From an optimization exercise on the open Yosys and OpenROAD flow, aimed at small area and a short achievable clock period; shortcuts taken in it are not production practice. At most, simulation tests tie the RTL to the original design; equivalence was not proved.

## R
==> flow/design.v <==
module mdu_param #(
    parameter int WIDTH       = 32,
    parameter int MULT_CYCLES = 5,
    parameter int DIV_CYCLES  = 10
) (
    input  logic             clk,
    input  logic             reset,
    input  logic             req,
    input  logic [WIDTH-1:0] in_a,
    input  logic [WIDTH-1:0] in_b,
    input  logic [3:0]       MDUOp,
    input  logic             start,
    output logic [WIDTH-1:0] data_hi,
    output logic [WIDTH-1:0] data_lo,
    output logic             busy
);
    localparam int UW = 36;    
    localparam int NU = 4;     
    localparam logic [3:0] OP_MULT  = 4'd1;
    localparam logic [3:0] OP_MULTU = 4'd2;
    localparam logic [3:0] OP_DIV   = 4'd3;
    localparam logic [3:0] OP_DIVU  = 4'd4;
    localparam logic [3:0] OP_MTHI  = 4'd7;
    localparam logic [3:0] OP_MTLO  = 4'd8;
    localparam logic [3:0] OP_MADD  = 4'd9;
    localparam logic [3:0] OP_MADDU = 4'd10;
    localparam logic [3:0] OP_MSUB  = 4'd11;
    localparam logic [3:0] OP_MSUBU = 4'd12;
    logic [31:0]   hi_q, lo_q;
    logic [3:0]    cnt_q;
    logic          busy_q;
    logic          div_q;      
    logic          sgn_q;      
    logic          msub_q;     
    logic          accum_q;    
    logic          nega_q;     
    logic          negq_q;     
    logic          negb_q;     
    logic [33:0]   a_q;        
    logic [31:0]   q_q;        
    logic          qm1_q;      
    logic [34:0]   acc_q;      
    logic          zero0_q;    
    assign data_hi = hi_q;
    assign data_lo = lo_q;
    assign busy    = busy_q;
    logic op_long, op_div, op_sgn, op_msub, op_accum;
    always_comb begin
        op_long  = 1'b0;
        op_div   = 1'b0;
        op_sgn   = 1'b0;
        op_msub  = 1'b0;
        op_accum = 1'b0;
        case (MDUOp)
            OP_MULT:  begin op_long = 1'b1; op_sgn = 1'b1; end
            OP_MULTU: begin op_long = 1'b1; end
            OP_DIV:   begin op_long = 1'b1; op_div = 1'b1; op_sgn = 1'b1; end
            OP_DIVU:  begin op_long = 1'b1; op_div = 1'b1; end
            OP_MADD:  begin op_long = 1'b1; op_sgn = 1'b1; op_accum = 1'b1; end
            OP_MADDU: begin op_long = 1'b1; op_accum = 1'b1; end
            OP_MSUB:  begin op_long = 1'b1; op_sgn = 1'b1; op_accum = 1'b1; op_msub = 1'b1; end
            OP_MSUBU: begin op_long = 1'b1; op_accum = 1'b1; op_msub = 1'b1; end
            default:  ;
        endcase
    end
    logic accept;
    assign accept = start & op_long & ~busy_q & ~req;
    logic d_first_q;    
    logic d_step_q;     
    logic d_last_q;     
    logic m_last_q;     
    logic negctl_q;     
    logic last;
    logic d_first, d_step, d_last, m_last;
    assign d_first = d_first_q;
    assign d_step  = d_step_q;
    assign d_last  = d_last_q;
    assign m_last  = m_last_q;
    assign last    = d_last_q | m_last_q;
    logic        negctl;
    logic [31:0] q_neg;
    logic [31:0] q_or;      
    assign negctl = negctl_q;
    always_comb begin
        q_or[0] = 1'b0;
        for (int i = 1; i < 32; i++) q_or[i] = q_or[i-1] | q_q[i-1];
    end
    assign q_neg = q_q ^ ({32{negctl}} & q_or);
    function automatic logic [UW-1:0] add_pp(input logic [UW-1:0] x, input logic [UW-1:0] y,
                                            input logic ci);
        logic [UW:0] g, p, gn, pn;
        logic [UW-1:0] h;
        g[0] = ci;
        p[0] = 1'b0;
        for (int i = 0; i < UW; i++) begin
            g[i+1] = x[i] & y[i];
            p[i+1] = x[i] ^ y[i];
            h[i]   = x[i] ^ y[i];
        end
        for (int d = 1; d <= UW; d = d * 2) begin
            gn = g;
            pn = p;
            for (int k = 0; k <= UW; k++) begin
                if ((k & d) != 0) begin
                    gn[k] = g[k] | (p[k] & g[(k / d) * d - 1]);
                    pn[k] = p[k] & p[(k / d) * d - 1];
                end
            end
            g = gn;
            p = pn;
        end
        for (int i = 0; i < UW; i++) add_pp[i] = h[i] ^ g[i];
    endfunction
    logic [UW-1:0] ux   [NU];
    logic [UW-1:0] uy   [NU];
    logic          ucin [NU];
    logic [UW-1:0] us   [NU];
    logic          uacc [NU];    
    logic [32:0]   urem [NU];    
    logic          b_one [NU], b_two [NU], b_neg [NU], b_hi [NU];
    always_comb begin
        for (int k = 0; k < NU; k++) begin
            logic b1, b0, bm;
            b1 = q_q[2*k+1];
            b0 = q_q[2*k];
            bm = (k == 0) ? qm1_q : q_q[2*k-1];
            if (k == 0 && m_last) begin
                b1 = sgn_q & qm1_q;
                b0 = sgn_q & qm1_q;
            end
            b_one[k] = b0 ^ bm;
            b_two[k] = (b1 & ~b0 & ~bm) | (~b1 & b0 & bm);
            b_neg[k] = b1 ^ msub_q;
            b_hi[k]  = 1'b0;
            if (m_last && k != 0) begin
                b_one[k] = 1'b0;
                b_two[k] = 1'b0;
                b_neg[k] = 1'b0;
                b_hi[k]  = (k == 1) & accum_q;
            end
            if (div_q) begin
                b_one[k] = ~d_last | ((k == 0) & (acc_q[34] ^ nega_q));
                b_two[k] = 1'b0;
                b_neg[k] = d_first ? ~negb_q : (d_last & (k == 0) & acc_q[34] & ~nega_q);
            end
        end
    end
    always_comb begin
        for (int k = 0; k < NU; k++) begin
            if (k == 0) begin
                if (d_step)
                    ux[k] = {{(UW-34){acc_q[32]}}, acc_q[32:0], q_q[31] ^ nega_q};
                else
                    ux[k] = zero0_q ? '0 : {{(UW-35){acc_q[34]}}, acc_q};
            end else begin
                if (d_step)
                    ux[k] = {{(UW-34){urem[k-1][32]}}, urem[k-1], q_q[31-k] ^ nega_q};
                else
                    ux[k] = {{2{us[k-1][UW-1]}}, us[k-1][UW-1:2]};
            end
            if (d_step)
                ucin[k] = (k == 0) ? acc_q[34] : us[k-1][UW-1];
            else
                ucin[k] = b_neg[k] | ((k == 0) & d_last & nega_q);
            for (int i = 0; i < UW; i++) begin
                logic a1, a2;
                a1 = a_q[(i > 33) ? 33 : i];
                a2 = (i == 0) ? 1'b0 : a_q[(i - 1 > 33) ? 33 : i - 1];
                uy[k][i] = ((b_one[k] & a1) | (b_two[k] & a2)) ^ (d_step ? ucin[k] : b_neg[k]);
                if (i < 30) uy[k][i] = uy[k][i] | (b_hi[k] & hi_q[i+2]);
            end
            us[k] = add_pp(ux[k], uy[k], ucin[k]);
            if (k != 0) us[k][UW-1] = us[k][UW-2];
            uacc[k] = us[k][UW-1] ^ ~nega_q;
            urem[k] = us[k][32:0];
        end
    end
    logic        commit;
    logic        bzero;
    assign bzero  = (a_q == 34'd0);
    assign commit = last & ~(div_q & bzero);
    logic wr_hi, wr_lo;
    assign wr_hi = ~busy_q & ~req & (MDUOp == OP_MTHI);
    assign wr_lo = ~busy_q & ~req & (MDUOp == OP_MTLO);
    always_ff @(posedge clk) begin
        if (reset) begin
            cnt_q     <= 4'd0;
            busy_q    <= 1'b0;
            d_first_q <= 1'b0;
            d_step_q  <= 1'b0;
            d_last_q  <= 1'b0;
            m_last_q  <= 1'b0;
        end else begin
            d_first_q <= accept & op_div;
            d_step_q  <= busy_q & div_q & (cnt_q >= 4'd3);
            d_last_q  <= busy_q & div_q & (cnt_q == 4'd2);
            m_last_q  <= busy_q & ~div_q & (cnt_q == 4'd2);
            if (busy_q) begin
                cnt_q  <= cnt_q - 4'd1;
                busy_q <= (cnt_q != 4'd1);
            end else if (accept) begin
                cnt_q  <= op_div ? 4'd10 : 4'd5;
                busy_q <= 1'b1;
            end
        end
    end
    logic        ld_hi, ld_lo, ld_r, keep_hi, keep_lo;
    logic [31:0] hi_d, lo_d;
    assign ld_hi   = ~reset & wr_hi;
    assign ld_lo   = ~reset & wr_lo;
    assign ld_r    = ~reset & commit;
    assign keep_hi = ~reset & ~wr_hi & ~commit;
    assign keep_lo = ~reset & ~wr_lo & ~commit;
    assign hi_d = ({32{ld_hi}} & in_a) | ({32{ld_r}} & {us[1][29:0], us[0][1:0]}) | ({32{keep_hi}} & hi_q);
    assign lo_d = ({32{ld_lo}} & in_a) | ({32{ld_r}} & q_neg) | ({32{keep_lo}} & lo_q);
    always_ff @(posedge clk) begin
        hi_q <= hi_d;
        lo_q <= lo_d;
    end
    always_ff @(posedge clk) begin
        if (~busy_q) begin
            div_q    <= ~MDUOp[3] & (MDUOp[2] | (MDUOp[1] & MDUOp[0]));
            sgn_q    <= MDUOp[0];
            msub_q   <= MDUOp[3] & (MDUOp[2] | (MDUOp[1] & MDUOp[0]));
            accum_q  <= MDUOp[3];
            nega_q   <= (MDUOp == OP_DIV) & in_a[31];
            negb_q   <= (MDUOp == OP_DIV) & in_b[31];
            negq_q   <= (MDUOp == OP_DIV) & (in_a[31] ^ in_b[31]);
            negctl_q <= (MDUOp == OP_DIV) & in_a[31];
            a_q      <= {{2{MDUOp[0] & in_b[31]}}, in_b};
            q_q      <= in_a;
            qm1_q    <= 1'b0;
            acc_q    <= {1'b0, hi_q[1:0], lo_q};
            zero0_q  <= ~MDUOp[3];
        end else begin
            negctl_q <= negq_q;
            zero0_q  <= 1'b0;
            if (div_q) begin
                if (d_first) begin
                    a_q   <= us[0][33:0];
                    q_q   <= q_neg;
                    acc_q <= {35{nega_q}};
                end else begin
                    q_q   <= {q_q[27:0], uacc[0], uacc[1], uacc[2], uacc[3]};
                    acc_q <= {{2{urem[3][32]}}, urem[3]};
                end
            end else begin
                q_q   <= {us[3][1:0], us[2][1:0], us[1][1:0], us[0][1:0], q_q[31:8]};
                qm1_q <= q_q[7];
                acc_q <= {us[3][UW-1], us[3][UW-1:2]};
            end
        end
    end
endmodule
export LEC_CHECK = 0
export ABC_AREA = 1
export CAP_MARGIN = 20
export CORE_MARGIN = 2
export CORE_UTILIZATION = 40
export SLEW_MARGIN = 60
create_clock -name core_clock -period 90.0 [get_ports {clk}]
standard.sh (not shown) runs the stock make flow with config.mk's settings and CLKGATE_MAP_FILE= SYNTH_SCRIPT=/design/flow/synth_recipe.tcl, a recipe that flattens the netlist after the stock synthesis.
==> flow/flow/run.sh <==
#!/bin/bash
set -euo pipefail
export BUFFER_PORTS_ARGS="-buffer_cell sky130_fd_sc_hd__buf_1"
export CTS_ARGS='-sink_clustering_enable -repair_clock_nets -buf_list sky130_fd_sc_hd__clkbuf_8 -tree_buf sky130_fd_sc_hd__clkbuf_16 -dont_use_dummy_load'
bash standard.sh > standard.log 2>&1
R went all the way through the flow, and no timing, DRC or antenna check failed.
Edits applied to the flow inputs when going from R to P:
--- a/flow/design.v
+++ b/flow/design.v
@@ -218,15 +218,24 @@
         lo_q <= lo_d;
     end
+    logic [6:0]  fl_in;
+    logic [33:0] a_d;
+    assign fl_in = {~MDUOp[3] & (MDUOp[2] | (MDUOp[1] & MDUOp[0])),    
+                    MDUOp[0],                                          
+                    MDUOp[3] & (MDUOp[2] | (MDUOp[1] & MDUOp[0])),     
+                    MDUOp[3],                                          
+                    (MDUOp == OP_DIV) & in_a[31],                      
+                    (MDUOp == OP_DIV) & in_b[31],                      
+                    (MDUOp == OP_DIV) & (in_a[31] ^ in_b[31])};        
+    assign a_d = ({34{~busy_q}} & {{2{MDUOp[0] & in_b[31]}}, in_b})
+               | ({34{d_first_q}} & us[0][33:0])
+               | ({34{busy_q & ~d_first_q}} & a_q);
+    always_ff @(posedge clk) begin
+        {div_q, sgn_q, msub_q, accum_q, nega_q, negb_q, negq_q} <=
+            ({7{~busy_q}} & fl_in) | ({7{busy_q}} & {div_q, sgn_q, msub_q, accum_q, nega_q, negb_q, negq_q});
+        a_q <= a_d;
+    end
     always_ff @(posedge clk) begin
         if (~busy_q) begin
-            div_q    <= ~MDUOp[3] & (MDUOp[2] | (MDUOp[1] & MDUOp[0]));
-            sgn_q    <= MDUOp[0];
-            msub_q   <= MDUOp[3] & (MDUOp[2] | (MDUOp[1] & MDUOp[0]));
-            accum_q  <= MDUOp[3];
-            nega_q   <= (MDUOp == OP_DIV) & in_a[31];
-            negb_q   <= (MDUOp == OP_DIV) & in_b[31];
-            negq_q   <= (MDUOp == OP_DIV) & (in_a[31] ^ in_b[31]);
             negctl_q <= (MDUOp == OP_DIV) & in_a[31];
-            a_q      <= {{2{MDUOp[0] & in_b[31]}}, in_b};
             q_q      <= in_a;
             qm1_q    <= 1'b0;
@@ -238,5 +247,4 @@
             if (div_q) begin
                 if (d_first) begin
-                    a_q   <= us[0][33:0];
                     q_q   <= q_neg;
                     acc_q <= {35{nega_q}};
--- outcome ---
P against R: die area rose by about 0.6%; register cell area after layout went down; largest net degree at the start of global routing now smaller. Of R and P, the higher via count belongs to P. Fmax | P vs R | P slower.
For P, only the layout was checked, not whether the RTL still works.

* * *

RTL: the design.v shown in full above, as it stands there.
clock: 90.0 ns
lec_check: 0
abc_area: 1
cap_margin: 20
core_margin: 2
core_utilization: 40
slew_margin: 60
Scripts as last shown in full above: flow/flow/run.sh
The first run finished clean.
Edit:
--- a/flow/design.v
+++ b/flow/design.v
@@ -201,24 +201,25 @@
             end else if (accept) begin
                 cnt_q  <= op_div ? 4'd10 : 4'd5;
                 busy_q <= 1'b1;
             end
         end
     end
-    logic        ld_hi, ld_lo, ld_r, keep_hi, keep_lo;
-    logic [31:0] hi_d, lo_d;
-    assign ld_hi   = ~reset & wr_hi;
-    assign ld_lo   = ~reset & wr_lo;
-    assign ld_r    = ~reset & commit;
-    assign keep_hi = ~reset & ~wr_hi & ~commit;
-    assign keep_lo = ~reset & ~wr_lo & ~commit;
-    assign hi_d = ({32{ld_hi}} & in_a) | ({32{ld_r}} & {us[1][29:0], us[0][1:0]}) | ({32{keep_hi}} & hi_q);
-    assign lo_d = ({32{ld_lo}} & in_a) | ({32{ld_r}} & q_neg) | ({32{keep_lo}} & lo_q);
+    logic        hi_en, lo_en;
+    logic [31:0] hi_nx, lo_nx;
+    assign hi_en = reset | wr_hi | commit;
+    assign lo_en = reset | wr_lo | commit;
+    logic [31:0] in_a_z;
+    logic        take_r;
+    assign in_a_z = in_a & {32{~reset}};
+    assign take_r = busy_q & ~reset;
+    assign hi_nx  = take_r ? {us[1][29:0], us[0][1:0]} : in_a_z;
+    assign lo_nx  = take_r ? q_neg : in_a_z;
     always_ff @(posedge clk) begin
-        hi_q <= hi_d;
-        lo_q <= lo_d;
+        if (hi_en) hi_q <= hi_nx;
+        if (lo_en) lo_q <= lo_nx;
     end
     always_ff @(posedge clk) begin
         if (~busy_q) begin
             div_q    <= ~MDUOp[3] & (MDUOp[2] | (MDUOp[1] & MDUOp[0]));
             sgn_q    <= MDUOp[0];
             msub_q   <= MDUOp[3] & (MDUOp[2] | (MDUOp[1] & MDUOp[0]));
=> The changed run completed with no timing, DRC or antenna violations; setup slack gets worse by 94 ps; flip-flop and latch count stays the same; core utilization hardly moves; sequential share of layout area increases by 2.9 points; design area increases slightly; clock skew hardly moves.

* * *

the previous run:
Starts from the design.v that is shown in full above.
Settings: LEC_CHECK=0, ABC_AREA=1, CAP_MARGIN=20, CORE_MARGIN=2, CORE_UTILIZATION=40, SLEW_MARGIN=60; clock period 90.0 ns.
==> flow/flow/run.sh <==
#!/bin/bash
set -euo pipefail
export BUFFER_PORTS_ARGS="-buffer_cell sky130_fd_sc_hd__buf_1"
export CTS_ARGS="-sink_clustering_enable -repair_clock_nets -buf_list sky130_fd_sc_hd__clkbuf_8 -sink_buffer_max_cap_derate 0.5 -dont_use_dummy_load"
bash standard.sh > standard.log 2>&1
Edits applied to the flow inputs when going from the previous run to the current run:
--- a/flow/design.v
+++ b/flow/design.v
@@ -204,18 +204,19 @@
             end
         end
     end
-    logic        ld_hi, ld_lo, ld_r, keep_hi, keep_lo;
-    logic [31:0] hi_d, lo_d;
-    assign ld_hi   = ~reset & wr_hi;
-    assign ld_lo   = ~reset & wr_lo;
-    assign ld_r    = ~reset & commit;
-    assign keep_hi = ~reset & ~wr_hi & ~commit;
-    assign keep_lo = ~reset & ~wr_lo & ~commit;
-    assign hi_d = ({32{ld_hi}} & in_a) | ({32{ld_r}} & {us[1][29:0], us[0][1:0]}) | ({32{keep_hi}} & hi_q);
-    assign lo_d = ({32{ld_lo}} & in_a) | ({32{ld_r}} & q_neg) | ({32{keep_lo}} & lo_q);
+    logic        hi_en, lo_en;
+    logic [31:0] hi_nx, lo_nx;
+    assign hi_en = reset | wr_hi | commit;
+    assign lo_en = reset | wr_lo | commit;
+    logic [31:0] in_a_z;
+    logic        take_r;
+    assign in_a_z = in_a & {32{~reset}};
+    assign take_r = busy_q & ~reset;
+    assign hi_nx  = take_r ? {us[1][29:0], us[0][1:0]} : in_a_z;
+    assign lo_nx  = take_r ? q_neg : in_a_z;
     always_ff @(posedge clk) begin
-        hi_q <= hi_d;
-        lo_q <= lo_d;
+        if (hi_en) hi_q <= hi_nx;
+        if (lo_en) lo_q <= lo_nx;
     end
     always_ff @(posedge clk) begin
         if (~busy_q) begin
==> comparison <==
Between the current run and the previous run, critical path depth is higher for the previous run, the current run comes in under that.
The current run vs the previous run: post-layout net count down by a few percent
Wire length was higher in the previous run than in the current run.
Against the previous run, the final cell area of the current run is higher.

==> re-timing with driven ports <==
In the flow no input, the clock included, has a driving cell. The finished layouts below were timed again as built, in two steps. Step 1, drivers: a clkbuf_16 drives clk and a buf_2 each remaining input, both assumed. Step 2, shift: input delay + t, output delay - t, t = (earliest + latest rising clock arrival at the registers) / 2. This alone moves slack from input paths to output paths. Slacks: ideal ports / drivers / drivers and shift; pairs: ideal ports / drivers.
| run | t (ns) | setup WS [ns] | worst setup path at the end | cell pins on the clock port's net |
|---|---|---|---|---|
| R | 0.683 | 70.687 / 70.635 / 70.040 | input to register | 1 |
| P | 0.683 | 70.393 / 70.341 / 70.058 | input to register | 1 |
| the first run of note 2 | 0.683 | 70.687 / 70.635 / 70.040 | input to register | 1 |
| the second run of note 2 | 0.674 | 70.593 / 70.539 / 70.157 | input to register | 1 |
| the previous run | 0.613 | 70.600 / 70.627 / 70.014 | input to register | 1 |
| the current run | 0.615 | 70.642 / 70.587 / 70.134 | input to register | 1 |
After both steps every run listed still meets setup and hold.
